What follows belongs to an exercise in optimizing a design on an open flow for small area, a short achievable clock period and few clock cycles; a production flow would make more cautious choices. In this exercise RTL edits were held to simulation tests only and were not proved equivalent to the original. Power figures rest on the tool's default switching activity, not on a simulated workload.

### flow/flow/run.sh
#!/bin/bash
# The standard layout (standard.sh), with two changes to synthesis: ABC maps
# the logic with flow/abc.script (area-oriented mapping, then ABC's own
# buffering and sizing) and Yosys does not extract half/full adder cells.
# Registers, their names and cell types are those of the standard synthesis.
set -u
F=$(cd "$(dirname "$0")" && pwd)
export OWN_ABC_SCRIPT=$F/abc.script
bash standard.sh SYNTH_SCRIPT=$F/synth_own.tcl ADDER_MAP_FILE= finish > standard_make.log 2>&1
### flow/flow/abc.script
strash
dch
amap
topo
buffer -c
upsize -c
dnsize -c
topo
stime -c
### flow/flow/synth_own.tcl
# The standard flow's synthesis (synth_recipe.tcl) with one change: ABC maps the logic with
# the script named by OWN_ABC_SCRIPT instead of ORFS's abc_speed/abc_area script.
proc synth {args} { yosys synth -nofsm -noshare {*}$args }
proc abc {args} {
  set i [lsearch -exact $args -script]
  if {$i >= 0 && [info exists ::env(OWN_ABC_SCRIPT)]} {
    set args [lreplace $args [expr {$i + 1}] [expr {$i + 1}] $::env(OWN_ABC_SCRIPT)]
  }
  yosys abc {*}$args
}
source $::env(SCRIPTS_DIR)/synth.tcl
# left out here: clear keep_hierarchy, flatten, clean up, hide names made inside functions, write 1_2_yosys.v
### flow/standard.sh
#!/bin/bash
# synth_recipe.tcl (not shown) runs the flow's synth.tcl, then flattens the netlist and writes it again
# the make line also repeats each setting of config.mk as NAME=value (left out here)
make -C /OpenROAD-flow-scripts/flow DESIGN_CONFIG=/design/flow/config.mk WORK_HOME=/design/flow/orfs CLKGATE_MAP_FILE= SYNTH_SCRIPT=/design/flow/synth_recipe.tcl "${@:-finish}"
### flow/config.mk
export PLATFORM = sky130hd
export DESIGN_NAME = glyph_column_renderer_5x7
export DESIGN_NICKNAME = glyph_column_renderer_5x7
export VERILOG_FILES = /design/flow/design.v
export SDC_FILE = /design/flow/constraint.sdc
export NUM_CORES = 4
export LEC_CHECK = 0
export CAP_MARGIN = 20
export CORE_MARGIN = 2
export CORE_UTILIZATION = 30
export SETUP_SLACK_MARGIN = 3.8
export SLEW_MARGIN = 20
export SYNTH_MEMORY_MAX_BITS = 8192
### flow/constraint.sdc
create_clock -name core_clock -period 6.0 [get_ports {clk_i}]
set_input_delay 1.2000 -clock core_clock [delete_from_list [all_inputs] [get_ports {clk_i}]]
set_output_delay 1.2000 -clock core_clock [all_outputs]
set_load 0.01 [all_outputs]
### flow/design.v
package gcr_pkg;
  function automatic logic [7:0] fold_code(input logic [7:0] code);
    logic [7:0] r;
    case (code)
      8'd196:         r = 8'd127;
      8'd214, 8'd246: r = 8'd128;
      8'd220, 8'd252: r = 8'd129;
      8'd228:         r = 8'd130;
      8'd223:         r = 8'd131;
      default:        r = code;
    endcase
    fold_code = r;
  endfunction
  function automatic logic [8:0] first_col(input logic [7:0] code);
    logic [8:0] r;
    case (code)
      8'd32: r = 9'h100;
      8'd33: r = 9'h100;
      8'd34: r = 9'h100;
      8'd35: r = 9'h194;
      8'd36: r = 9'h1A4;
      8'd37: r = 9'h1A6;
      8'd38: r = 9'h1B6;
      8'd39: r = 9'h100;
      8'd40: r = 9'h100;
      8'd41: r = 9'h100;
      8'd42: r = 9'h1A2;
      8'd43: r = 9'h188;
      8'd44: r = 9'h100;
      8'd45: r = 9'h188;
      8'd46: r = 9'h100;
      8'd47: r = 9'h1A0;
      8'd48: r = 9'h1BE;
      8'd49: r = 9'h100;
      8'd50: r = 9'h1C2;
      8'd51: r = 9'h1A2;
      8'd52: r = 9'h18C;
      8'd53: r = 9'h1AF;
      8'd54: r = 9'h1BE;
      8'd55: r = 9'h181;
      8'd56: r = 9'h1B6;
      8'd57: r = 9'h1A6;
      8'd58: r = 9'h100;
      8'd59: r = 9'h100;
      8'd60: r = 9'h188;
      8'd61: r = 9'h194;
      8'd62: r = 9'h1C1;
      8'd63: r = 9'h182;
      8'd64: r = 9'h1BE;
      8'd65: r = 9'h1FE;
      8'd66: r = 9'h1FF;
      8'd67: r = 9'h1BE;
      8'd68: r = 9'h1FF;
      8'd69: r = 9'h1FF;
      8'd70: r = 9'h1FF;
      8'd71: r = 9'h1BE;
      8'd72: r = 9'h1FF;
      8'd73: r = 9'h100;
      8'd74: r = 9'h1B0;
      8'd75: r = 9'h1FF;
      8'd76: r = 9'h100;
      8'd77: r = 9'h1FF;
      8'd78: r = 9'h1FF;
      8'd79: r = 9'h1BE;
      8'd80: r = 9'h1FF;
      8'd81: r = 9'h1BE;
      8'd82: r = 9'h1FF;
      8'd83: r = 9'h1A6;
      8'd84: r = 9'h181;
      8'd85: r = 9'h1BF;
      8'd86: r = 9'h187;
      8'd87: r = 9'h19F;
      8'd88: r = 9'h1E3;
      8'd89: r = 9'h183;
      8'd90: r = 9'h1E1;
      8'd91: r = 9'h100;
      8'd92: r = 9'h182;
      8'd93: r = 9'h100;
      8'd94: r = 9'h184;
      8'd95: r = 9'h1C0;
      8'd96: r = 9'h100;
      8'd97: r = 9'h1B0;
      8'd98: r = 9'h100;
      8'd99: r = 9'h1B8;
      8'd100: r = 9'h100;
      8'd101: r = 9'h1B8;
      8'd102: r = 9'h188;
      8'd103: r = 9'h18C;
      8'd104: r = 9'h1FF;
      8'd105: r = 9'h100;
      8'd106: r = 9'h1A0;
      8'd107: r = 9'h1FF;
      8'd108: r = 9'h100;
      8'd109: r = 9'h1FC;
      8'd110: r = 9'h100;
      8'd111: r = 9'h1B8;
      8'd112: r = 9'h1FC;
      8'd113: r = 9'h198;
      8'd114: r = 9'h1FC;
      8'd115: r = 9'h1C8;
      8'd116: r = 9'h100;
      8'd117: r = 9'h1BC;
      8'd118: r = 9'h19C;
      8'd119: r = 9'h1BC;
      8'd120: r = 9'h1C4;
      8'd121: r = 9'h18C;
      8'd122: r = 9'h1C4;
      8'd123: r = 9'h188;
      8'd124: r = 9'h100;
      8'd125: r = 9'h1C1;
      8'd126: r = 9'h188;
      8'd127: r = 9'h1F9;
      8'd128: r = 9'h1B9;
      8'd129: r = 9'h1BD;
      8'd130: r = 9'h1B1;
      8'd131: r = 9'h1FE;
      8'd196: r = 9'h1F9;
      8'd214: r = 9'h1B9;
      8'd220: r = 9'h1BD;
      8'd223: r = 9'h1FE;
      8'd228: r = 9'h1B1;
      8'd246: r = 9'h1B9;
      8'd252: r = 9'h1BD;
      default: r = 9'h000;
    endcase
    first_col = r;
  endfunction
  function automatic logic [7:0] second_col(input logic thin, input logic [7:0] code);
    logic [7:0] r;
    case ({thin, code})
      9'd32: r = 8'h80;
      9'd33: r = 8'h80;
      9'd34: r = 8'h83;
      9'd35: r = 8'hFF;
      9'd36: r = 8'hAA;
      9'd37: r = 8'h96;
      9'd38: r = 8'hC9;
      9'd39: r = 8'h80;
      9'd40: r = 8'h9C;
      9'd41: r = 8'hC1;
      9'd42: r = 8'h94;
      9'd43: r = 8'h88;
      9'd44: r = 8'h80;
      9'd45: r = 8'h88;
      9'd46: r = 8'h80;
      9'd47: r = 8'h90;
      9'd48: r = 8'hC1;
      9'd49: r = 8'hC2;
      9'd50: r = 8'hE1;
      9'd51: r = 8'hC1;
      9'd52: r = 8'h8A;
      9'd53: r = 8'hC9;
      9'd54: r = 8'hC9;
      9'd55: r = 8'hF1;
      9'd56: r = 8'hC9;
      9'd57: r = 8'hC9;
      9'd58: r = 8'h80;
      9'd59: r = 8'h80;
      9'd60: r = 8'h94;
      9'd61: r = 8'h94;
      9'd62: r = 8'hA2;
      9'd63: r = 8'h81;
      9'd64: r = 8'hC1;
      9'd65: r = 8'h89;
      9'd66: r = 8'hC9;
      9'd67: r = 8'hC1;
      9'd68: r = 8'hC1;
      9'd69: r = 8'hC9;
      9'd70: r = 8'h89;
      9'd71: r = 8'hC1;
      9'd72: r = 8'h88;
      9'd73: r = 8'hC1;
      9'd74: r = 8'hC0;
      9'd75: r = 8'h88;
      9'd76: r = 8'hFF;
      9'd77: r = 8'h84;
      9'd78: r = 8'h82;
      9'd79: r = 8'hC1;
      9'd80: r = 8'h89;
      9'd81: r = 8'hC1;
      9'd82: r = 8'h89;
      9'd83: r = 8'hC9;
      9'd84: r = 8'h81;
      9'd85: r = 8'hC0;
      9'd86: r = 8'h98;
      9'd87: r = 8'hE0;
      9'd88: r = 8'h94;
      9'd89: r = 8'h84;
      9'd90: r = 8'hD1;
      9'd91: r = 8'hFF;
      9'd92: r = 8'h84;
      9'd93: r = 8'hC1;
      9'd94: r = 8'h82;
      9'd95: r = 8'hC0;
      9'd96: r = 8'h81;
      9'd97: r = 8'hCA;
      9'd98: r = 8'hFF;
      9'd99: r = 8'hC4;
      9'd100: r = 8'hB8;
      9'd101: r = 8'hD4;
      9'd102: r = 8'hFE;
      9'd103: r = 8'hD2;
      9'd104: r = 8'h84;
      9'd105: r = 8'h80;
      9'd106: r = 8'hC0;
      9'd107: r = 8'h90;
      9'd108: r = 8'h80;
      9'd109: r = 8'h84;
      9'd110: r = 8'hF8;
      9'd111: r = 8'hC4;
      9'd112: r = 8'h94;
      9'd113: r = 8'hA4;
      9'd114: r = 8'h88;
      9'd115: r = 8'hD4;
      9'd116: r = 8'h82;
      9'd117: r = 8'hC0;
      9'd118: r = 8'hA0;
      9'd119: r = 8'hC0;
      9'd120: r = 8'hA8;
      9'd121: r = 8'hD0;
      9'd122: r = 8'hE4;
      9'd123: r = 8'hB6;
      9'd124: r = 8'h80;
      9'd125: r = 8'hC1;
      9'd126: r = 8'h84;
      9'd127: r = 8'h94;
      9'd128: r = 8'hC4;
      9'd129: r = 8'hC0;
      9'd130: r = 8'hC8;
      9'd131: r = 8'h81;
      9'd196: r = 8'h94;
      9'd214: r = 8'hC4;
      9'd220: r = 8'hC0;
      9'd223: r = 8'h81;
      9'd228: r = 8'hC8;
      9'd246: r = 8'hC4;
      9'd252: r = 8'hC0;
      9'd290: r = 8'h83;
      9'd291: r = 8'hFF;
      9'd292: r = 8'hAA;
      9'd293: r = 8'h96;
      9'd294: r = 8'hC9;
      9'd296: r = 8'h9C;
      9'd297: r = 8'hC1;
      9'd298: r = 8'h94;
      9'd299: r = 8'h88;
      9'd303: r = 8'h90;
      9'd304: r = 8'hC1;
      9'd305: r = 8'hC2;
      9'd306: r = 8'hE1;
      9'd307: r = 8'hC1;
      9'd308: r = 8'h8A;
      9'd309: r = 8'hC9;
      9'd310: r = 8'hC9;
      9'd311: r = 8'hF1;
      9'd312: r = 8'hC9;
      9'd313: r = 8'hC9;
      9'd316: r = 8'h94;
      9'd318: r = 8'hA2;
      9'd319: r = 8'h81;
      9'd320: r = 8'hC1;
      9'd321: r = 8'h89;
      9'd322: r = 8'hC9;
      9'd323: r = 8'hC1;
      9'd324: r = 8'hC1;
      9'd325: r = 8'hC9;
      9'd326: r = 8'h89;
      9'd327: r = 8'hC1;
      9'd328: r = 8'h88;
      9'd329: r = 8'hC1;
      9'd330: r = 8'hC0;
      9'd331: r = 8'h88;
      9'd332: r = 8'hFF;
      9'd333: r = 8'h84;
      9'd334: r = 8'h82;
      9'd335: r = 8'hC1;
      9'd336: r = 8'h89;
      9'd337: r = 8'hC1;
      9'd338: r = 8'h89;
      9'd339: r = 8'hC9;
      9'd340: r = 8'h81;
      9'd341: r = 8'hC0;
      9'd342: r = 8'h98;
      9'd343: r = 8'hE0;
      9'd344: r = 8'h94;
      9'd345: r = 8'h84;
      9'd346: r = 8'hD1;
      9'd347: r = 8'hFF;
      9'd348: r = 8'h84;
      9'd349: r = 8'hC1;
      9'd350: r = 8'h82;
      9'd352: r = 8'h81;
      9'd353: r = 8'hCA;
      9'd354: r = 8'hFF;
      9'd355: r = 8'hC4;
      9'd356: r = 8'hB8;
      9'd357: r = 8'hD4;
      9'd358: r = 8'hFE;
      9'd359: r = 8'hD2;
      9'd360: r = 8'h84;
      9'd362: r = 8'hC0;
      9'd363: r = 8'h90;
      9'd365: r = 8'h84;
      9'd366: r = 8'hF8;
      9'd367: r = 8'hC4;
      9'd368: r = 8'h94;
      9'd369: r = 8'hA4;
      9'd370: r = 8'h88;
      9'd371: r = 8'hD4;
      9'd372: r = 8'h82;
      9'd373: r = 8'hC0;
      9'd374: r = 8'hA0;
      9'd375: r = 8'hC0;
      9'd376: r = 8'hA8;
      9'd377: r = 8'hD0;
      9'd378: r = 8'hE4;
      9'd379: r = 8'hB6;
      9'd381: r = 8'hC1;
      9'd382: r = 8'h84;
      9'd383: r = 8'h94;
      9'd384: r = 8'hC4;
      9'd385: r = 8'hC0;
      9'd386: r = 8'hC8;
      9'd387: r = 8'h81;
      9'd452: r = 8'h94;
      9'd470: r = 8'hC4;
      9'd476: r = 8'hC0;
      9'd479: r = 8'h81;
      9'd484: r = 8'hC8;
      9'd502: r = 8'hC4;
      9'd508: r = 8'hC0;
      default: r = 8'h00;
    endcase
    second_col = r;
  endfunction
  function automatic logic [7:0] later_col(input logic thin, input logic [1:0] n,
                                           input logic [6:0] g);
    logic [7:0] r;
    case ({thin, n, g})
      10'd0: r = 8'h80;
      10'd1: r = 8'hDF;
      10'd2: r = 8'h80;
      10'd3: r = 8'h94;
      10'd4: r = 8'hFF;
      10'd5: r = 8'h88;
      10'd6: r = 8'hD5;
      10'd7: r = 8'h83;
      10'd8: r = 8'hA2;
      10'd9: r = 8'hA2;
      10'd10: r = 8'hFF;
      10'd11: r = 8'hBE;
      10'd12: r = 8'hE0;
      10'd13: r = 8'h88;
      10'd14: r = 8'hE0;
      10'd15: r = 8'h88;
      10'd16: r = 8'hC1;
      10'd17: r = 8'hFF;
      10'd18: r = 8'hD1;
      10'd19: r = 8'hC9;
      10'd20: r = 8'hC9;
      10'd21: r = 8'hC9;
      10'd22: r = 8'hC9;
      10'd23: r = 8'h89;
      10'd24: r = 8'hC9;
      10'd25: r = 8'hC9;
      10'd26: r = 8'hB6;
      10'd27: r = 8'hD6;
      10'd28: r = 8'hA2;
      10'd29: r = 8'h94;
      10'd30: r = 8'h94;
      10'd31: r = 8'hD1;
      10'd32: r = 8'hDD;
      10'd33: r = 8'h89;
      10'd34: r = 8'hC9;
      10'd35: r = 8'hC1;
      10'd36: r = 8'hC1;
      10'd37: r = 8'hC9;
      10'd38: r = 8'h89;
      10'd39: r = 8'hC9;
      10'd40: r = 8'h88;
      10'd41: r = 8'hFF;
      10'd42: r = 8'hC1;
      10'd43: r = 8'h88;
      10'd44: r = 8'hC0;
      10'd45: r = 8'h88;
      10'd46: r = 8'h8C;
      10'd47: r = 8'hC1;
      10'd48: r = 8'h89;
      10'd49: r = 8'hD1;
      10'd50: r = 8'h99;
      10'd51: r = 8'hC9;
      10'd52: r = 8'hFF;
      10'd53: r = 8'hC0;
      10'd54: r = 8'hE0;
      10'd55: r = 8'h98;
      10'd56: r = 8'h88;
      10'd57: r = 8'hF8;
      10'd58: r = 8'hC9;
      10'd59: r = 8'hC1;
      10'd60: r = 8'h88;
      10'd61: r = 8'hC1;
      10'd62: r = 8'h81;
      10'd63: r = 8'hC0;
      10'd64: r = 8'h82;
      10'd65: r = 8'hCA;
      10'd66: r = 8'hC4;
      10'd67: r = 8'hC4;
      10'd68: r = 8'hC4;
      10'd69: r = 8'hD4;
      10'd70: r = 8'h89;
      10'd71: r = 8'hD2;
      10'd72: r = 8'h84;
      10'd73: r = 8'hFA;
      10'd74: r = 8'hBA;
      10'd75: r = 8'hA8;
      10'd76: r = 8'hFF;
      10'd77: r = 8'h98;
      10'd78: r = 8'h84;
      10'd79: r = 8'hC4;
      10'd80: r = 8'hA4;
      10'd81: r = 8'hA4;
      10'd82: r = 8'h84;
      10'd83: r = 8'hD4;
      10'd84: r = 8'hBF;
      10'd85: r = 8'hC0;
      10'd86: r = 8'hC0;
      10'd87: r = 8'hB0;
      10'd88: r = 8'h90;
      10'd89: r = 8'hD0;
      10'd90: r = 8'hD4;
      10'd91: r = 8'hC1;
      10'd92: r = 8'hFF;
      10'd93: r = 8'hB6;
      10'd94: r = 8'h88;
      10'd95: r = 8'h92;
      10'd96: r = 8'hC4;
      10'd97: r = 8'hC0;
      10'd98: r = 8'hC8;
      10'd99: r = 8'hC9;
      10'd128: r = 8'h80;
      10'd129: r = 8'h80;
      10'd130: r = 8'h83;
      10'd131: r = 8'hFF;
      10'd132: r = 8'hAA;
      10'd133: r = 8'hB4;
      10'd134: r = 8'hA2;
      10'd135: r = 8'h80;
      10'd136: r = 8'hC1;
      10'd137: r = 8'h9C;
      10'd138: r = 8'h94;
      10'd139: r = 8'h88;
      10'd140: r = 8'hB0;
      10'd141: r = 8'h88;
      10'd142: r = 8'hE0;
      10'd143: r = 8'h84;
      10'd144: r = 8'hC1;
      10'd145: r = 8'hC0;
      10'd146: r = 8'hC9;
      10'd147: r = 8'hC9;
      10'd148: r = 8'hFF;
      10'd149: r = 8'hC9;
      10'd150: r = 8'hC9;
      10'd151: r = 8'h85;
      10'd152: r = 8'hC9;
      10'd153: r = 8'hC9;
      10'd154: r = 8'hB6;
      10'd155: r = 8'hB6;
      10'd156: r = 8'hC1;
      10'd157: r = 8'h94;
      10'd158: r = 8'h88;
      10'd159: r = 8'h89;
      10'd160: r = 8'hD5;
      10'd161: r = 8'h89;
      10'd162: r = 8'hC9;
      10'd163: r = 8'hC1;
      10'd164: r = 8'hC1;
      10'd165: r = 8'hC9;
      10'd166: r = 8'h89;
      10'd167: r = 8'hC9;
      10'd168: r = 8'h88;
      10'd169: r = 8'hC1;
      10'd170: r = 8'hBF;
      10'd171: r = 8'h94;
      10'd172: r = 8'hC0;
      10'd173: r = 8'h84;
      10'd174: r = 8'h90;
      10'd175: r = 8'hC1;
      10'd176: r = 8'h89;
      10'd177: r = 8'hE1;
      10'd178: r = 8'hA9;
      10'd179: r = 8'hC9;
      10'd180: r = 8'h81;
      10'd181: r = 8'hC0;
      10'd182: r = 8'h98;
      10'd183: r = 8'hE0;
      10'd184: r = 8'h94;
      10'd185: r = 8'h84;
      10'd186: r = 8'hC5;
      10'd187: r = 8'hC1;
      10'd188: r = 8'h90;
      10'd189: r = 8'hFF;
      10'd190: r = 8'h82;
      10'd191: r = 8'hC0;
      10'd192: r = 8'h80;
      10'd193: r = 8'hCA;
      10'd194: r = 8'hC4;
      10'd195: r = 8'hC4;
      10'd196: r = 8'hC4;
      10'd197: r = 8'hD4;
      10'd198: r = 8'h81;
      10'd199: r = 8'hD2;
      10'd200: r = 8'h84;
      10'd201: r = 8'h80;
      10'd202: r = 8'h80;
      10'd203: r = 8'hC4;
      10'd204: r = 8'h80;
      10'd205: r = 8'h84;
      10'd206: r = 8'h84;
      10'd207: r = 8'hC4;
      10'd208: r = 8'hA4;
      10'd209: r = 8'h94;
      10'd210: r = 8'h84;
      10'd211: r = 8'hD4;
      10'd212: r = 8'hC2;
      10'd213: r = 8'hC0;
      10'd214: r = 8'hA0;
      10'd215: r = 8'hC0;
      10'd216: r = 8'hA8;
      10'd217: r = 8'hD0;
      10'd218: r = 8'hCC;
      10'd219: r = 8'hC1;
      10'd220: r = 8'h80;
      10'd221: r = 8'h88;
      10'd222: r = 8'h90;
      10'd223: r = 8'h94;
      10'd224: r = 8'hC4;
      10'd225: r = 8'hC0;
      10'd226: r = 8'hC8;
      10'd227: r = 8'hC9;
      10'd256: r = 8'h80;
      10'd257: r = 8'h80;
      10'd258: r = 8'h80;
      10'd259: r = 8'h94;
      10'd260: r = 8'h92;
      10'd261: r = 8'hB2;
      10'd262: r = 8'hD0;
      10'd263: r = 8'h80;
      10'd264: r = 8'h80;
      10'd265: r = 8'h80;
      10'd266: r = 8'hA2;
      10'd267: r = 8'h88;
      10'd268: r = 8'h80;
      10'd269: r = 8'h88;
      10'd270: r = 8'h80;
      10'd271: r = 8'h82;
      10'd272: r = 8'hBE;
      10'd273: r = 8'h80;
      10'd274: r = 8'hC6;
      10'd275: r = 8'hB6;
      10'd276: r = 8'hC8;
      10'd277: r = 8'hB1;
      10'd278: r = 8'hB2;
      10'd279: r = 8'h83;
      10'd280: r = 8'hB6;
      10'd281: r = 8'hBE;
      10'd282: r = 8'h80;
      10'd283: r = 8'h80;
      10'd284: r = 8'h80;
      10'd285: r = 8'h94;
      10'd286: r = 8'h80;
      10'd287: r = 8'h86;
      10'd288: r = 8'h9E;
      10'd289: r = 8'hFE;
      10'd290: r = 8'hB6;
      10'd291: r = 8'hA2;
      10'd292: r = 8'hBE;
      10'd293: r = 8'hC1;
      10'd294: r = 8'h89;
      10'd295: r = 8'hBA;
      10'd296: r = 8'hFF;
      10'd297: r = 8'h80;
      10'd298: r = 8'h81;
      10'd299: r = 8'hE3;
      10'd300: r = 8'hC0;
      10'd301: r = 8'hFF;
      10'd302: r = 8'hFF;
      10'd303: r = 8'hBE;
      10'd304: r = 8'h86;
      10'd305: r = 8'hFE;
      10'd306: r = 8'hC6;
      10'd307: r = 8'hB2;
      10'd308: r = 8'h81;
      10'd309: r = 8'hBF;
      10'd310: r = 8'h87;
      10'd311: r = 8'h9F;
      10'd312: r = 8'hE3;
      10'd313: r = 8'h83;
      10'd314: r = 8'hC3;
      10'd315: r = 8'h80;
      10'd316: r = 8'hA0;
      10'd317: r = 8'h80;
      10'd318: r = 8'h84;
      10'd319: r = 8'hC0;
      10'd320: r = 8'h80;
      10'd321: r = 8'hFC;
      10'd322: r = 8'hB8;
      10'd323: r = 8'h80;
      10'd324: r = 8'hFF;
      10'd325: r = 8'h98;
      10'd326: r = 8'h80;
      10'd327: r = 8'hBC;
      10'd328: r = 8'hF8;
      10'd329: r = 8'h80;
      10'd330: r = 8'h80;
      10'd331: r = 8'h80;
      10'd332: r = 8'h80;
      10'd333: r = 8'hF8;
      10'd334: r = 8'hF8;
      10'd335: r = 8'hB8;
      10'd336: r = 8'h98;
      10'd337: r = 8'hFC;
      10'd338: r = 8'h80;
      10'd339: r = 8'hA4;
      10'd340: r = 8'h80;
      10'd341: r = 8'hBC;
      10'd342: r = 8'h9C;
      10'd343: r = 8'hBC;
      10'd344: r = 8'hC4;
      10'd345: r = 8'hBC;
      10'd346: r = 8'h80;
      10'd347: r = 8'h80;
      10'd348: r = 8'h80;
      10'd349: r = 8'h80;
      10'd350: r = 8'h88;
      10'd351: r = 8'hF9;
      10'd352: r = 8'hB9;
      10'd353: r = 8'hBD;
      10'd354: r = 8'hFD;
      10'd355: r = 8'hB6;
      10'd513: r = 8'hDF;
      10'd515: r = 8'h94;
      10'd516: r = 8'hFF;
      10'd517: r = 8'h88;
      10'd518: r = 8'hD5;
      10'd519: r = 8'h83;
      10'd520: r = 8'hA2;
      10'd521: r = 8'hA2;
      10'd522: r = 8'hFF;
      10'd523: r = 8'hBE;
      10'd524: r = 8'hE0;
      10'd525: r = 8'h88;
      10'd526: r = 8'hE0;
      10'd527: r = 8'h88;
      10'd529: r = 8'hFF;
      10'd530: r = 8'hD1;
      10'd531: r = 8'hC9;
      10'd532: r = 8'hC9;
      10'd535: r = 8'h89;
      10'd538: r = 8'hB6;
      10'd539: r = 8'hD6;
      10'd540: r = 8'hA2;
      10'd541: r = 8'h94;
      10'd542: r = 8'h94;
      10'd543: r = 8'hD1;
      10'd544: r = 8'hDD;
      10'd551: r = 8'hC9;
      10'd553: r = 8'hFF;
      10'd554: r = 8'hC1;
      10'd555: r = 8'h88;
      10'd556: r = 8'hC0;
      10'd557: r = 8'h88;
      10'd558: r = 8'h8C;
      10'd561: r = 8'hD1;
      10'd562: r = 8'h99;
      10'd564: r = 8'hFF;
      10'd566: r = 8'hE0;
      10'd567: r = 8'h98;
      10'd568: r = 8'h88;
      10'd569: r = 8'hF8;
      10'd570: r = 8'hC9;
      10'd571: r = 8'hC1;
      10'd572: r = 8'h88;
      10'd573: r = 8'hC1;
      10'd574: r = 8'h81;
      10'd575: r = 8'hC0;
      10'd576: r = 8'h82;
      10'd578: r = 8'hC4;
      10'd580: r = 8'hC4;
      10'd582: r = 8'h89;
      10'd585: r = 8'hFA;
      10'd586: r = 8'hBA;
      10'd587: r = 8'hA8;
      10'd588: r = 8'hFF;
      10'd589: r = 8'h98;
      10'd590: r = 8'h84;
      10'd592: r = 8'hA4;
      10'd593: r = 8'hA4;
      10'd594: r = 8'h84;
      10'd596: r = 8'hBF;
      10'd598: r = 8'hC0;
      10'd599: r = 8'hB0;
      10'd600: r = 8'h90;
      10'd602: r = 8'hD4;
      10'd603: r = 8'hC1;
      10'd604: r = 8'hFF;
      10'd605: r = 8'hB6;
      10'd606: r = 8'h88;
      10'd607: r = 8'h92;
      10'd611: r = 8'hC9;
      10'd642: r = 8'h83;
      10'd643: r = 8'hFF;
      10'd644: r = 8'hAA;
      10'd645: r = 8'hB4;
      10'd646: r = 8'hA2;
      10'd648: r = 8'hC1;
      10'd649: r = 8'h9C;
      10'd650: r = 8'h94;
      10'd651: r = 8'h88;
      10'd652: r = 8'hB0;
      10'd654: r = 8'hE0;
      10'd655: r = 8'h84;
      10'd656: r = 8'hC1;
      10'd657: r = 8'hC0;
      10'd658: r = 8'hC9;
      10'd659: r = 8'hC9;
      10'd660: r = 8'hFF;
      10'd661: r = 8'hC9;
      10'd662: r = 8'hC9;
      10'd663: r = 8'h85;
      10'd664: r = 8'hC9;
      10'd665: r = 8'hC9;
      10'd666: r = 8'hB6;
      10'd667: r = 8'hB6;
      10'd668: r = 8'hC1;
      10'd670: r = 8'h88;
      10'd671: r = 8'h89;
      10'd672: r = 8'hD5;
      10'd673: r = 8'h89;
      10'd674: r = 8'hC9;
      10'd675: r = 8'hC1;
      10'd676: r = 8'hC1;
      10'd677: r = 8'hC9;
      10'd678: r = 8'h89;
      10'd679: r = 8'hC9;
      10'd680: r = 8'h88;
      10'd681: r = 8'hC1;
      10'd682: r = 8'hBF;
      10'd683: r = 8'h94;
      10'd685: r = 8'h84;
      10'd686: r = 8'h90;
      10'd687: r = 8'hC1;
      10'd688: r = 8'h89;
      10'd689: r = 8'hE1;
      10'd690: r = 8'hA9;
      10'd691: r = 8'hC9;
      10'd692: r = 8'h81;
      10'd693: r = 8'hC0;
      10'd694: r = 8'h98;
      10'd695: r = 8'hE0;
      10'd696: r = 8'h94;
      10'd697: r = 8'h84;
      10'd698: r = 8'hC5;
      10'd699: r = 8'hC1;
      10'd700: r = 8'h90;
      10'd701: r = 8'hFF;
      10'd702: r = 8'h82;
      10'd705: r = 8'hCA;
      10'd706: r = 8'hC4;
      10'd707: r = 8'hC4;
      10'd708: r = 8'hC4;
      10'd709: r = 8'hD4;
      10'd710: r = 8'h81;
      10'd711: r = 8'hD2;
      10'd712: r = 8'h84;
      10'd715: r = 8'hC4;
      10'd717: r = 8'h84;
      10'd718: r = 8'h84;
      10'd719: r = 8'hC4;
      10'd720: r = 8'hA4;
      10'd721: r = 8'h94;
      10'd722: r = 8'h84;
      10'd723: r = 8'hD4;
      10'd724: r = 8'hC2;
      10'd725: r = 8'hC0;
      10'd726: r = 8'hA0;
      10'd727: r = 8'hC0;
      10'd728: r = 8'hA8;
      10'd729: r = 8'hD0;
      10'd730: r = 8'hCC;
      10'd731: r = 8'hC1;
      10'd733: r = 8'h88;
      10'd734: r = 8'h90;
      10'd735: r = 8'h94;
      10'd736: r = 8'hC4;
      10'd737: r = 8'hC0;
      10'd738: r = 8'hC8;
      10'd739: r = 8'hC9;
      10'd771: r = 8'h94;
      10'd772: r = 8'h92;
      10'd773: r = 8'hB2;
      10'd774: r = 8'hD0;
      10'd778: r = 8'hA2;
      10'd779: r = 8'h88;
      10'd781: r = 8'h88;
      10'd783: r = 8'h82;
      10'd784: r = 8'hBE;
      10'd786: r = 8'hC6;
      10'd787: r = 8'hB6;
      10'd788: r = 8'hC8;
      10'd789: r = 8'hB1;
      10'd790: r = 8'hB2;
      10'd791: r = 8'h83;
      10'd792: r = 8'hB6;
      10'd793: r = 8'hBE;
      10'd797: r = 8'h94;
      10'd799: r = 8'h86;
      10'd800: r = 8'h9E;
      10'd801: r = 8'hFE;
      10'd802: r = 8'hB6;
      10'd803: r = 8'hA2;
      10'd804: r = 8'hBE;
      10'd805: r = 8'hC1;
      10'd806: r = 8'h89;
      10'd807: r = 8'hBA;
      10'd808: r = 8'hFF;
      10'd810: r = 8'h81;
      10'd811: r = 8'hE3;
      10'd812: r = 8'hC0;
      10'd813: r = 8'hFF;
      10'd814: r = 8'hFF;
      10'd815: r = 8'hBE;
      10'd816: r = 8'h86;
      10'd817: r = 8'hFE;
      10'd818: r = 8'hC6;
      10'd819: r = 8'hB2;
      10'd820: r = 8'h81;
      10'd821: r = 8'hBF;
      10'd822: r = 8'h87;
      10'd823: r = 8'h9F;
      10'd824: r = 8'hE3;
      10'd825: r = 8'h83;
      10'd826: r = 8'hC3;
      10'd828: r = 8'hA0;
      10'd830: r = 8'h84;
      10'd831: r = 8'hC0;
      10'd833: r = 8'hFC;
      10'd834: r = 8'hB8;
      10'd836: r = 8'hFF;
      10'd837: r = 8'h98;
      10'd839: r = 8'hBC;
      10'd840: r = 8'hF8;
      10'd845: r = 8'hF8;
      10'd846: r = 8'hF8;
      10'd847: r = 8'hB8;
      10'd848: r = 8'h98;
      10'd849: r = 8'hFC;
      10'd851: r = 8'hA4;
      10'd853: r = 8'hBC;
      10'd854: r = 8'h9C;
      10'd855: r = 8'hBC;
      10'd856: r = 8'hC4;
      10'd857: r = 8'hBC;
      10'd862: r = 8'h88;
      10'd863: r = 8'hF9;
      10'd864: r = 8'hB9;
      10'd865: r = 8'hBD;
      10'd866: r = 8'hFD;
      10'd867: r = 8'hB6;
      default: r = 8'h00;
    endcase
    later_col = r;
  endfunction
endpackage
module glyph_column_renderer_5x7 (
  input  logic        clk_i,
  input  logic        rst_ni,
  input  logic        start_i,
  output logic        busy_o,
  input  logic [7:0]  char_code_i,
  input  logic [1:0]  font_mode_i,
  input  logic [15:0] pos_x_i,
  input  logic [15:0] pos_y_i,
  output logic        result_valid_o,
  output logic [15:0] column_x_o,
  output logic [15:0] top_y_o,
  output logic [7:0]  row_bits_o,
  output logic [7:0]  row_write_mask_o,
  output logic        last_o,
  output logic [2:0]  char_width_o
);
  logic        valid_q;    
  logic [15:0] x_q;        
  logic        xmax_q;     
  logic [15:0] y_q;        
  logic [6:0]  bits_q;     
  logic        ul_q;       
  logic        col_q;      
  logic        last_q;     
  logic [2:0]  width_q;    
  logic        nz_q;       
  logic [6:0]  pf_bits_q;  
  logic        pf_nz_q;    
  logic [1:0]  n_q;        
  logic        col4_q;     
  logic [6:0]  g_q;        
  logic        thin_q;     
  logic        load;
  logic [7:0]  g_in;
  logic [8:0]  fc;
  logic [7:0]  sc;
  logic        ok_in, thin_in, ul_in, nz0_in;
  logic        uline;
  logic [15:0] x_nxt;
  logic        x_nxt_max;
  logic [2:0]  width_inc;
  logic [7:0]  lc;
  assign load   = !valid_q || last_q;
  assign busy_o = !load;
  assign g_in    = gcr_pkg::fold_code(char_code_i) - 8'd32;
  assign fc      = gcr_pkg::first_col(char_code_i);
  assign ok_in   = fc[8];
  assign thin_in = !font_mode_i[0];
  assign ul_in   = font_mode_i[1] && ok_in;
  assign nz0_in  = !thin_in || fc[7];
  assign sc      = gcr_pkg::second_col(thin_in, char_code_i);
  assign uline     = col4_q || (xmax_q && nz_q);
  assign x_nxt     = x_q + {15'd0, nz_q};
  assign x_nxt_max = (&x_q[15:1]) && (x_q[0] ^ nz_q);
  assign width_inc = width_q + 3'd1;
  assign lc        = gcr_pkg::later_col(thin_q, n_q, g_q);
  always_ff @(posedge clk_i or negedge rst_ni) begin
    if (!rst_ni) valid_q <= 1'b0;
    else if (load) valid_q <= start_i;
  end
  always_ff @(posedge clk_i) begin
    if (load) begin
      x_q       <= pos_x_i;
      xmax_q    <= (pos_x_i == 16'hFFFF);
      y_q       <= pos_y_i;
      bits_q    <= fc[6:0];
      ul_q      <= ul_in;
      col_q     <= ok_in;
      last_q    <= !ok_in || (!ul_in && nz0_in && (pos_x_i == 16'hFFFF));
      width_q   <= {2'b00, ok_in && nz0_in};
      nz_q      <= nz0_in;
      pf_bits_q <= sc[6:0];
      pf_nz_q   <= sc[7];
      n_q       <= 2'd0;
      col4_q    <= 1'b0;
      g_q       <= g_in[6:0];
      thin_q    <= thin_in;
    end else if (uline) begin
      x_q       <= x_nxt;
      xmax_q    <= x_nxt_max;
      bits_q    <= 7'd0;
      col_q     <= 1'b0;
      last_q    <= 1'b1;
    end else begin
      x_q       <= x_nxt;
      xmax_q    <= x_nxt_max;
      bits_q    <= pf_bits_q;
      width_q   <= pf_nz_q ? width_inc : width_q;
      nz_q      <= pf_nz_q;
      last_q    <= !ul_q && ((n_q == 2'd3) || (pf_nz_q && x_nxt_max));
      pf_bits_q <= lc[6:0];
      pf_nz_q   <= lc[7];
      n_q       <= n_q + 2'd1;
      col4_q    <= (n_q == 2'd3);
    end
  end
  assign result_valid_o   = valid_q;
  assign column_x_o       = x_q;
  assign top_y_o          = y_q;
  assign row_bits_o       = {ul_q, bits_q};
  assign row_write_mask_o = {ul_q, {7{col_q}}};
  assign last_o           = last_q;
  assign char_width_o     = width_q;
endmodule
==> impl_metrics.ini, run 1 <==
[logic_synthesis]
synth-async-reset-ratio = 0.0149
ys_seq_area_frac = 0.242
syn_area_mm2 = 0.00704
synth_cells = 1117
synth.area.top_cells = edfxtp_1 15%, nor2_1 14%, dfxtp_1 8.5%
synth_top_area_cell = edfxtp_1
synth-edff-count = 36
synth_top_area_share = 0.153
avgSynthCellArea_um2 = 6.31
ys_types = 62
syn_nets = 1162
ys_ff_latch = 67
synthFlopType = edfxtp_1
yosysWarnings = 1

[grt]
gr-usage-all-layers = 0.320
grt_pass1_wl_mm = 59.4
grt_max_degree = 52
gr-total-overflow = 0
grt_pass1_vias = 9722
antenna_found_initial = 2

[clock_tree]
htree_levels = 3
ctsLongestPathBuffers = 2
root_buffer = clkbuf_16
numCtsBuffers = 9
clkTransAtPathRegs_ns = 0.06
clock_latency_ns = 0.34
cts_hold_buf = 0
cts.sinks = 67
cts_tree = built

[detailed_routing]
routed_via_density = 6.42
wl_per_cell_um = 25.1
first_iter_violations = 1426
vias = 10538
drc_errors = 0
drt_pass1_iterations = 6
wirelength_mm = 41.2
antenna_left = 0

[setup_path]
cp.required_ns = 6.21
cp_max_fo = 4
critPathKind = flip-flop to flip-flop
cp-end-kind = flip-flop
crit_arrival_ns = 3.08
critPathLaunchType = flip-flop

[die]
io_pins = 99
coreArea_mm2 = 0.0233
die_area_mm2 = 0.0247
row_count = 56
die_h_um = 157
die_w_um = 157
start_util = 0.303

[sta]
hold_viol_final = 0
finClkSkew_ns = 0.0103
setup_tns_ns = 0
fmax_mhz = 348
drv_slew = 0
period_share = 0.478
worst_slew_pin_slew_ns = 0.704
finalSetupViolations = 0
period_needed_ns = 2.87
rsz0062_at_grt = yes
maxSlewHeadroom = 0.530

[cells_and_area]
n_antenna_cell = 0
utilization = 0.493
layout.nets = 1362
drive_gt1_frac = 0.409
register_area_mm2 = 0.00173
fillers = 2216
syn2layout_area_growth_pct = 62.9
multi_input_area_mm2 = 0.00598

[worst_hold_path]
hp-class = flip-flop to flip-flop

[run]
cap_violations = 0

[outcome]
status = timing/DRC/antenna clean

[placed_design]
gp_congestion = 1.02
io_buffers = 98
place_hpwl_mm = 26.7

[power]
p_leak_nw = 4.32
peakVddDrop_uv = 198
p_per_area_mw_per_mm2 = 412
[cell type report]
type,count,area share
clock buffer,11,0.0221
clock inverter,5,0.00742
inverter,109,0.0480
multi-input combinational,860,0.521
sequential,67,0.151
tap,319,0.0348
timing repair buffer,269,0.215
timing repair inverter,1,0.000982
[layer usage]
| layer | vias to the layer above | global-route usage | part of all wire |
|---|---|---|---|
| met5 | - | 0 | 0.00056 |
| met4 | 4 | 0.213 | 0.095 |
| met3 | 318 | 0.106 | 0.12 |
| li1 | 4455 | - | - |
| met1 | 4845 | 0.389 | 0.35 |
| met2 | 916 | 0.481 | 0.43 |
[metrics by stage]
step	std cells	power, mW	cell area (um^2)	setup slack [ns]	hold WS, ns
after detailed placement	1467	3.17	8380	1.52	0.462
after global placement	1467	3.22	8380	1.45	0.453
final	1641	4.72	11500	3.13	0.479
after CTS	1595	4.22	10500	3.27	0.475
after global routing	1641	4.92	11500	2.98	0.499
after floorplan	1117	2.29	7400	3.26	0.418
[timing repair]
item | in CTS | in global routing
setup endpoints to repair | 84 | 61
buffers inserted | 110 | 44
gates cloned | 2 | 1
pin swaps | 102 | 77
resized for setup | 437 | 183
[critical path, cell delays in order (launching register included)]
cell and delay, ns:
edfxtp_1 0.38, buf_6 0.16, nor2_4 0.13, buf_4 0.15
nor2_1 0.06, nor2_2 0.20, nor2_4 0.07, buf_4 0.16
a211oi_4 0.34, nor4_4 0.08, nor4_4 0.53, a21oi_1 0.08
o21ai_1 0.18, nand2_1 0.11, nand2_1 0.08
[cell usage in the layout, fill, tap and decap left out, types with 12 or more instances in the layout]
| master | count |
|---|---|
| nor2_1 | 169 |
| buf_4 | 134 |
| nand2_1 | 76 |
| nor2_4 | 73 |
| o21ai_0 | 67 |
| a21oi_1 | 58 |
| inv_1 | 51 |
| inv_2 | 38 |
| nor2_2 | 36 |
| edfxtp_1 | 36 |
| clkdlybuf4s50_1 | 35 |
| buf_6 | 35 |
| nor3_1 | 32 |
| a31oi_1 | 31 |
| o21ai_1 | 24 |
| o22ai_1 | 22 |
| o21ai_2 | 19 |
| clkdlybuf4s15_1 | 19 |
| dfxtp_1 | 16 |
| a21oi_2 | 14 |
| nand2_2 | 13 |
| o221ai_1 | 13 |
| dfxtp_2 | 12 |
[where the power goes]
group          internal (mW)  switching, mW  leakage, nW  total [mW]
clock                  0.391          0.211        0.161       0.602
combinational           1.23           2.03         3.52        3.26
sequential             0.709          0.157        0.637       0.865
total                   2.33           2.40         4.32        4.72
[flip-flops by register name, summed over array words and instances, names as in the netlist, 2 cells and up]
name       count
bits_q         7
pf_bits_q      7
width_q        3
n_q            2
y_q           16
x_q           16
g_q            7
[final timing paths]
kind / end / from / slack (ns) / cells past startpoint
max reg2reg: pf_bits_q[2]$_DFFE_PP_ / g_q[1]$_DFFE_PN_ / 3.13 / 14
min in group asynchronous: valid_q$_DFFE_PN0N_ / rst_ni / 0.99 / 1
max in group asynchronous: valid_q$_DFFE_PN0N_ / rst_ni / 4.91 / 1
min: width_q[2]$_SDFFE_PN0P_ / width_q[2]$_SDFFE_PN0P_ / 0.48 / 1
min reg2reg: width_q[2]$_SDFFE_PN0P_ / width_q[2]$_SDFFE_PN0P_ / 0.48 / 1
max: pf_bits_q[2]$_DFFE_PP_ / g_q[1]$_DFFE_PN_ / 3.13 / 14
[synth_stat cells, types with 7 or more instances]
library cell / number
dfxtp_1: 30
buf_4: 10
buf_2: 11
a31oi_1: 33
nand2_1: 96
buf_1: 9
o22a_1: 8
o32a_1: 9
nor3_1: 44
inv_1: 97
edfxtp_1: 36
nor2_4: 10
inv_2: 8
o21a_1: 7
o221ai_1: 18
nor2_1: 265
a311oi_1: 9
nand4_1: 8
a211oi_1: 12
nor4_1: 11
a21oi_1: 72
clkbuf_1: 51
nand3_1: 11
o21ai_0: 111
o211ai_1: 7
o32ai_1: 13
o31ai_1: 9
o22ai_1: 24
[logic make-up after synthesis]
family          count (synthesis)  share of synthesized area
simple gates                  470                      0.289
buf+inv                       190                      0.109
flops                          67                      0.242
compound gates                390                      0.360
Testbench counts, summed over its fixed seeds: cycles 12,826.
==> run 2: changes to the inputs <==
==> flow/flow/run.sh (replaced) <==
#!/bin/bash
# The standard layout (standard.sh) with these changes:
# - synthesis: ABC maps the logic with flow/abc.script (delay-oriented
#   mapping with area recovery, then ABC's own buffering and sizing), and
#   Yosys does not extract half/full adder cells. Registers, their names and
#   cell types are those of the standard synthesis.
# - placement: the port buffers are buf_2 cells.
set -u
F=$(cd "$(dirname "$0")" && pwd)
export OWN_ABC_SCRIPT=$F/abc.script
bash standard.sh SYNTH_SCRIPT=$F/synth_own.tcl ADDER_MAP_FILE= \
  "BUFFER_PORTS_ARGS=-buffer_cell sky130_fd_sc_hd__buf_2" finish > standard_make.log 2>&1
==> flow/flow/abc.script (replaced) <==
strash
dch
map
topo
buffer -c
upsize -c
dnsize -c
--- a/flow/config.mk
+++ b/flow/config.mk
@@ -10,3 +10,3 @@
 export CORE_UTILIZATION = 30
-export SETUP_SLACK_MARGIN = 3.8
+export SETUP_SLACK_MARGIN = 3.5
 export SLEW_MARGIN = 20
==> run 2 against run 1 <==
Net effect:
- routed wire length is 1.3% lower
- total power is 13% lower
- count of clock-buffer cells in the layout decreased by 2
- synthesized area up 2.9%
- still clean on timing, DRC and antenna
- clock power decreased by 9.1%
- cell count down 2.5%
- non-clock buffer count down 100
- first-iteration DRC count increased by 22%
- hold slack worse by 0.014 ns
- combinational power decreased by 17%
- worst setup slack gained 0.25 ns
- register-to-register slack better by 0.30 ns
==> impl_metrics.ini, run 2 <==
[outcome]
status = timing/DRC/antenna clean

[sta]
hold_viol_final = 0
fmax_mhz = 381
setup_tns_ns = 0
rsz0062_at_grt = yes
finalSetupViolations = 0
worst_slew_pin_slew_ns = 0.677
drv_slew = 0
finClkSkew_ns = 0.00878
setup_ws_ns = 3.38
period_share = 0.437
period_needed_ns = 2.62
maxSlewHeadroom = 0.548

[setup_path]
reg2reg_depth = 11
cp.required_ns = 6.07
startpoint = char_code_i[3]
critPathKind = input pin to flip-flop
rrSetupSlack_ns = 3.43
cp-end-kind = flip-flop
reg2reg_from = g_q[0]$_DFFE_PN_
crit_arrival_ns = 2.70
critPathLaunchType = input pin
cp_max_fo = 6

[clock_tree]
htree_levels = 3
ctsLongestPathBuffers = 2
clkTransAtPathRegs_ns = 0.06
numCtsBuffers = 9
cts_tree = built
root_buffer = clkbuf_16
clock_latency_ns = 0.34
cts.sinks = 67

[power]
p_per_area_mw_per_mm2 = 420
pwr-share-seq = 0.208
peakVddDrop_uv = 151
swShare = 0.549
p_clk_frac = 0.134
internal_power_mw = 1.84
p_leak_nw = 3.90
pwr-share-comb = 0.658
switchingPower_mw = 2.24

[placed_design]
dpl_worst_slack_ns = 2.18
io_buffers = 98
gp_congestion = 1.13
place_hpwl_mm = 27.5

[cells_and_area]
drive_gt1_frac = 0.288
syn2layout_area_growth_pct = 34.3
reg_top3 = x_q: 16 flops, y_q: 16 flops
register_area_mm2 = 0.00171
multi_input_area_mm2 = 0.00562
layout_commonest_cell = nand2_1
utilization = 0.412
final_cell_mix = 201 x nand2_1, 101 x nor2_1, 96 x a21oi_1
layout.nets = 1320
fillers = 2473

[logic_synthesis]
synth-async-reset-ratio = 0.0149
synth.area.top_cells = edfxtp_1 15%, nand2_1 13%, dfxtp_1 8.3%
ys_ff_latch = 67
synthFlopType = edfxtp_1
yosysWarnings = 1
syn_nets = 1220
yosysMostFrequentCell = nand2_1
ys_seq_area_frac = 0.235
synth-edff-count = 36
syn_area_mm2 = 0.00725
avgSynthCellArea_um2 = 6.17
synth_cells = 1175
yosys-top-cells-count = 251 x nand2_1, 140 x nor2_1, 109 x a21oi_1
synth_top_area_share = 0.149
ys_types = 60
synth_top_area_cell = edfxtp_1

[detailed_routing]
antenna_left = 0
drc_errors = 0
wl_per_cell_um = 25.4
wirelength_mm = 40.6
drt_pass1_iterations = 9
routed_via_density = 6.56
first_iter_violations = 1740
vias = 10500

[grt]
antenna_found_initial = 1
gr-usage-all-layers = 0.299
gr-total-overflow = 0
grt_pass1_wl_mm = 59.1
grt_max_degree = 63
grt_pass1_vias = 9719

[worst_hold_path]
min_path_cells = 2
hp-class = flip-flop to flip-flop
hold_start = col4_q$_SDFFE_PN0N_

[die]
coreArea_mm2 = 0.0236
die_w_um = 159
row_count = 56
start_util = 0.307
io_pins = 99
die_area_mm2 = 0.0254
die_h_um = 159

[run]
cap_violations = 0
==> run 2: cells by family (layout without fill, tap and decap cells) <==
kind of cell | after synthesis | count (layout) | share of synthesized area
AND/OR/NAND/NOR | 547 | 547 | 0.325
AO/OA/AOI/OAI | 395 | 395 | 0.332
buffers and inverters | 163 | 268 | 0.103
flip-flops | 67 | 67 | 0.235
XOR/XNOR | 2 | 2 | 0.00242
multiplexers | 1 | 1 | 0.00138
other | 0 | 1 | 0
==> run 2: metrics by stage <==
step / power, mW / hold WS (ns) / instance area [um^2] / cells
finish: 4.09 / 0.466 / 9730 / 1600
global route: 4.25 / 0.513 / 9730 / 1600
CTS: 3.72 / 0.463 / 8870 / 1571
detailed placement: 3.05 / 0.455 / 7840 / 1523
global placement: 3.11 / 0.455 / 7840 / 1523
floorplan: 2.29 / 0.419 / 7320 / 1175
==> run 2: power groups by stage <==
stage	Sequential [mW]	Clock, mW	Combinational [mW]
4_1_cts	0.843	0.555	2.32
2_1_floorplan	0.864	0	1.43
3_5_place_dp	0.854	0	2.19
5_1_grt	0.871	0.579	2.80
3_3_place_gp	0.848	0	2.26
6_report	0.852	0.547	2.69
==> run 2: worst paths after layout <==
kind,end
max in group asynchronous,valid_q$_DFFE_PN0N_
worst min-delay path,col4_q$_SDFFE_PN0N_
min in group asynchronous,valid_q$_DFFE_PN0N_
worst max register to register,pf_bits_q[0]$_DFFE_PP_
worst max-delay path,pf_bits_q[3]$_DFFE_PP_
worst min register to register,col4_q$_SDFFE_PN0N_
==> run 2: timing repair <==
item	in CTS	in global routing
setup buffers	28	27
resized for setup	127	156
endpoints found under the setup margin	39	40
gates cloned	4	1
pin swaps	13	34
hold buffers	0	0
==> run 2: layer usage <==
layer / global-route usage / vias up / routed length, um
li1: - / 4447 / -
met3: 0.0815 / 307 / 5220
met2: 0.460 / 997 / 17700
met4: 0.202 / 0 / 3420
met1: 0.366 / 4749 / 14300
met5: 0 / - / 0
==> run 2: final cells by class <==
| cell class | count | share of cell area |
|---|---|---|
| Timing Repair inverter | 2 | 0.00154 |
| Timing Repair Buffer | 169 | 0.135 |
| Inverter | 81 | 0.0377 |
| Sequential cell | 67 | 0.175 |
| Tap cell | 319 | 0.0410 |
| Clock buffer | 9 | 0.0231 |
| Clock inverter | 7 | 0.00861 |
| Antenna cell | 1 | 0.000257 |
| Multi-Input combinational cell | 945 | 0.578 |
==> run 2: critical path: stages <==
cell and delay (ns):
buf_8 0.11, buf_12 0.14, buf_4 0.16, nand2_1 0.27, o22ai_1 0.15, a32oi_1 0.22, o21ai_1 0.14, a211oi_2 0.26
a21oi_2 0.05
==> run 3: changes to the inputs <==
==> flow/run.sh (new file) <==
#!/bin/bash
# synth_recipe.tcl (not shown) runs the flow's synth.tcl, then flattens the netlist and writes it again
# the make line also repeats each setting of config.mk as NAME=value (left out here)
make -C /OpenROAD-flow-scripts/flow DESIGN_CONFIG=/design/flow/config.mk WORK_HOME=/design/flow/orfs CLKGATE_MAP_FILE= SYNTH_SCRIPT=/design/flow/synth_recipe.tcl finish
--- a/flow/config.mk
+++ b/flow/config.mk
@@ -9,4 +9,4 @@
 export CORE_MARGIN = 2
-export CORE_UTILIZATION = 30
-export SETUP_SLACK_MARGIN = 3.5
+export CORE_UTILIZATION = 40
+export SETUP_SLACK_MARGIN = 3.8
 export SLEW_MARGIN = 20
removed: flow/flow/run.sh
removed: flow/flow/abc.script
removed: flow/flow/synth_own.tcl
removed: flow/standard.sh
==> run 3 against run 2 <==
Net effect:
- combinational power grew 28%
- utilization is 16 points higher
- clock power down 3%
- synthesized area up 17%
- highest routed layer unchanged
- total power rose by 19%
- final area increased by 22%
- largest cell class unchanged
- still clean
- clock skew fell by 0.0016 ns
==> impl_metrics.ini, run 3 <==
[outcome]
status = timing/DRC/antenna clean

[logic_synthesis]
synth_cells = 1190
ys_types = 87
synthFlopType = edfxtp_1
yosysMostFrequentCell = nand2_1
yosys-top-cells-count = 143 x nand2_1, 117 x o21ai_0, 100 x a21oi_1
synth_top_area_share = 0.128
syn_nets = 1269
synth-async-reset-ratio = 0.0149
synth-edff-count = 36
yosysWarnings = 1
synth_top_area_cell = edfxtp_1
synth.area.top_cells = edfxtp_1 13%, dfxtp_1 7.1%, o21ai_0 6.9%
ys_ff_latch = 67
syn_area_mm2 = 0.00846
ys_seq_area_frac = 0.202
avgSynthCellArea_um2 = 7.11

[detailed_routing]
drt_pass1_iterations = 7
vias = 11382
antenna_left = 0
routed_via_density = 7.17
wirelength_mm = 43.8
wl_per_cell_um = 27.6
first_iter_violations = 2150
drc_errors = 0

[placed_design]
place_hpwl_mm = 27.7
io_buffers = 98
place_inst = 1454
gp_congestion = 1.06

[grt]
grt_pass1_wl_mm = 64.6
grt_max_degree = 66
gr-total-overflow = 0
gr-usage-all-layers = 0.377
grt_pass1_vias = 10378
antenna_found_initial = 0

[clock_tree]
clock_latency_ns = 0.34
numCtsBuffers = 9
root_buffer = clkbuf_16
ctsLongestPathBuffers = 2
cts_hold_buf = 0
htree_levels = 3
cts_tree = built
cts.sinks = 67
clkTransAtPathRegs_ns = 0.06

[sta]
drv_slew = 0
period_needed_ns = 2.85
setup_tns_ns = 0
maxSlewHeadroom = 0.375
finClkSkew_ns = 0.00716
worst_slew_pin_slew_ns = 0.935
rsz0062_at_grt = yes
fmax_mhz = 351
finalSetupViolations = 0
hold_viol_final = 0
period_share = 0.475

[die]
start_util = 0.405
die_area_mm2 = 0.0223
die_w_um = 149
coreArea_mm2 = 0.0209
io_pins = 99
row_count = 53
die_h_um = 149

[setup_path]
crit_arrival_ns = 2.92
cpMaxStageDelayCell = mux4_2
cp_max_fo = 11
path_cells = clkinvlp_4, buf_4, ha_4, buf_12, nand2_8, nand2_2, mux4_2, a211o_1, nand4_1, o311ai_1
cp-end-kind = flip-flop
slowest_delay_ns = 0.51
cp.required_ns = 6.07
critPathLaunchType = flip-flop
critPathKind = flip-flop to flip-flop

[worst_hold_path]
hp-class = flip-flop to flip-flop

[cells_and_area]
final_cells = 1588
reg_top3 = x_q: 16 flops, y_q: 16 flops
layout.nets = 1385
layout_commonest_cell = nand2_1
fillers = 1959
syn2layout_area_growth_pct = 40.7
drive_gt1_frac = 0.284
final_cell_mix = 133 x nand2_1, 93 x o21ai_0, 92 x buf_4

[power]
p_per_area_mw_per_mm2 = 408
peakVddDrop_uv = 165
p_leak_nw = 4.48

[run]
cap_violations = 0
## run 3: what timing repair did
item / CTS / global route
gates resized for setup: 375 / 88
pin swaps: 59 / 38
setup buffers: 89 / 17
setup endpoints to repair: 88 / 59
hold endpoints to repair: 0 / 0
cloned: 9 / 1
## run 3: final timing paths
path,from,slack [ns],endpoint,cells past startpoint
setup / recovery,g_q[1]$_DFFE_PN_,3.15,pf_bits_q[5]$_DFFE_PP_,10
max in group asynchronous,rst_ni,4.89,valid_q$_DFFE_PN0N_,1
hold / removal,width_q[1]$_SDFFE_PN0P_,0.49,width_q[1]$_SDFFE_PN0P_,2
setup reg to reg,g_q[1]$_DFFE_PN_,3.15,pf_bits_q[5]$_DFFE_PP_,10
hold reg to reg,width_q[1]$_SDFFE_PN0P_,0.49,width_q[1]$_SDFFE_PN0P_,2
min in group asynchronous,rst_ni,1.01,valid_q$_DFFE_PN0N_,1
## run 3: logic make-up (layout without fill, tap and decap cells)
family / after synthesis / count (layout) / synth area share
AOI/OAI and AO/OA: 459 / 459 / 0.359
and+or+nand+nor: 437 / 438 / 0.251
buffers and inverters: 155 / 275 / 0.0888
DFF: 67 / 67 / 0.202
adders and majority gates: 34 / 34 / 0.0503
muxes: 21 / 21 / 0.0318
xor gates and xnor gates: 17 / 17 / 0.0176
other: 0 / 2 / 0
## run 3: layout make-up
cell class	instances	area, um^2	share of cell area
multi-input combinational	969	6980	0.587
timing repair buffer	231	2400	0.201
sequential	67	1720	0.144
tap	275	344	0.0289
clock buffer	9	225	0.0189
inverter	26	143	0.0120
clock inverter	7	77.6	0.00652
timing repair inverter	2	10.0	0.000841
antenna	2	5.00	0.000420
## run 3: routing by layer
| layer | routed length (um) | GRT usage | vias up |
|---|---|---|---|
| met5 | 0 | 0 | - |
| met4 | 2340 | 0.137 | 0 |
| met3 | 6780 | 0.128 | 277 |
| met2 | 17700 | 0.543 | 1120 |
| met1 | 17000 | 0.521 | 5261 |
| li1 | - | - | 4724 |
## run 3: critical path: cells and delay by family, from the launching register on
| kind | cells | cell delay (ns) |
|---|---|---|
| buffers and inverters | 3 | 0.55 |
| muxes | 1 | 0.51 |
| and+or+nand+nor | 3 | 0.45 |
| DFF | 1 | 0.44 |
| AOI/OAI and AO/OA | 2 | 0.43 |
| adders and majority gates | 1 | 0.19 |
## run 3: metrics by stage
| stage | total power, mW | area, um^2 | setup WS, ns | utilization | hold WS, ns |
|---|---|---|---|---|---|
| 2_1_floorplan | 2.53 | 8660 | 3.00 | - | 0.435 |
| 3_3_place_gp | 3.54 | 9390 | 1.72 | 0.449 | 0.448 |
| 3_5_place_dp | 3.50 | 9390 | 1.73 | 0.449 | 0.456 |
| 4_1_cts | 4.53 | 11500 | 3.29 | 0.549 | 0.493 |
| 5_1_grt | 5.02 | 11900 | 3.17 | 0.570 | 0.512 |
| 6_report | 4.85 | 11900 | 3.15 | 0.570 | 0.494 |
## run 3: report_power, final
group          switching [mW]  total (mW)  internal (mW)  leakage [nW]
Sequential              0.163       0.871          0.707         0.636
Clock                   0.208       0.532          0.324         0.141
Combinational            2.11        3.45           1.34          3.70

-- static timing again, ports no longer ideal --
The results above use ideal ports. As a check the final layouts listed here were re-extracted and re-timed, cells and wires unchanged. Step 1 (the two cells are an assumption about what drives the block):
set clk [get_ports {clk_i}]
set_driving_cell -lib_cell sky130_fd_sc_hd__clkbuf_16 $clk
set_driving_cell -lib_cell sky130_fd_sc_hd__buf_2 [delete_from_list [all_inputs] $clk]
Step 2, shift: input delay + t, output delay - t, t = (earliest + latest rising clock arrival at the registers) / 2. This alone moves slack from input paths to output paths. Slacks: ideal / step 1 / step 2; pairs: ideal / step 1.
| run | shift t [ns] | slack for setup (ns) | worst setup path after step 2 | cell pins on the clock port's net |
|---|---|---|---|---|
| run 1 | 0.379 | 3.130 / 3.130 / 2.769 | input to register | 1 |
| run 2 | 0.376 | 3.379 / 3.342 / 2.967 | input to register | 1 |
| run 3 | 0.369 | 3.152 / 3.152 / 2.789 | input to register | 1 |
After both steps setup and hold are still met in every run listed. For run 2, which loses most, drivers alone change the setup slack by -0.037 ns; drivers and shift together by -0.412 ns.
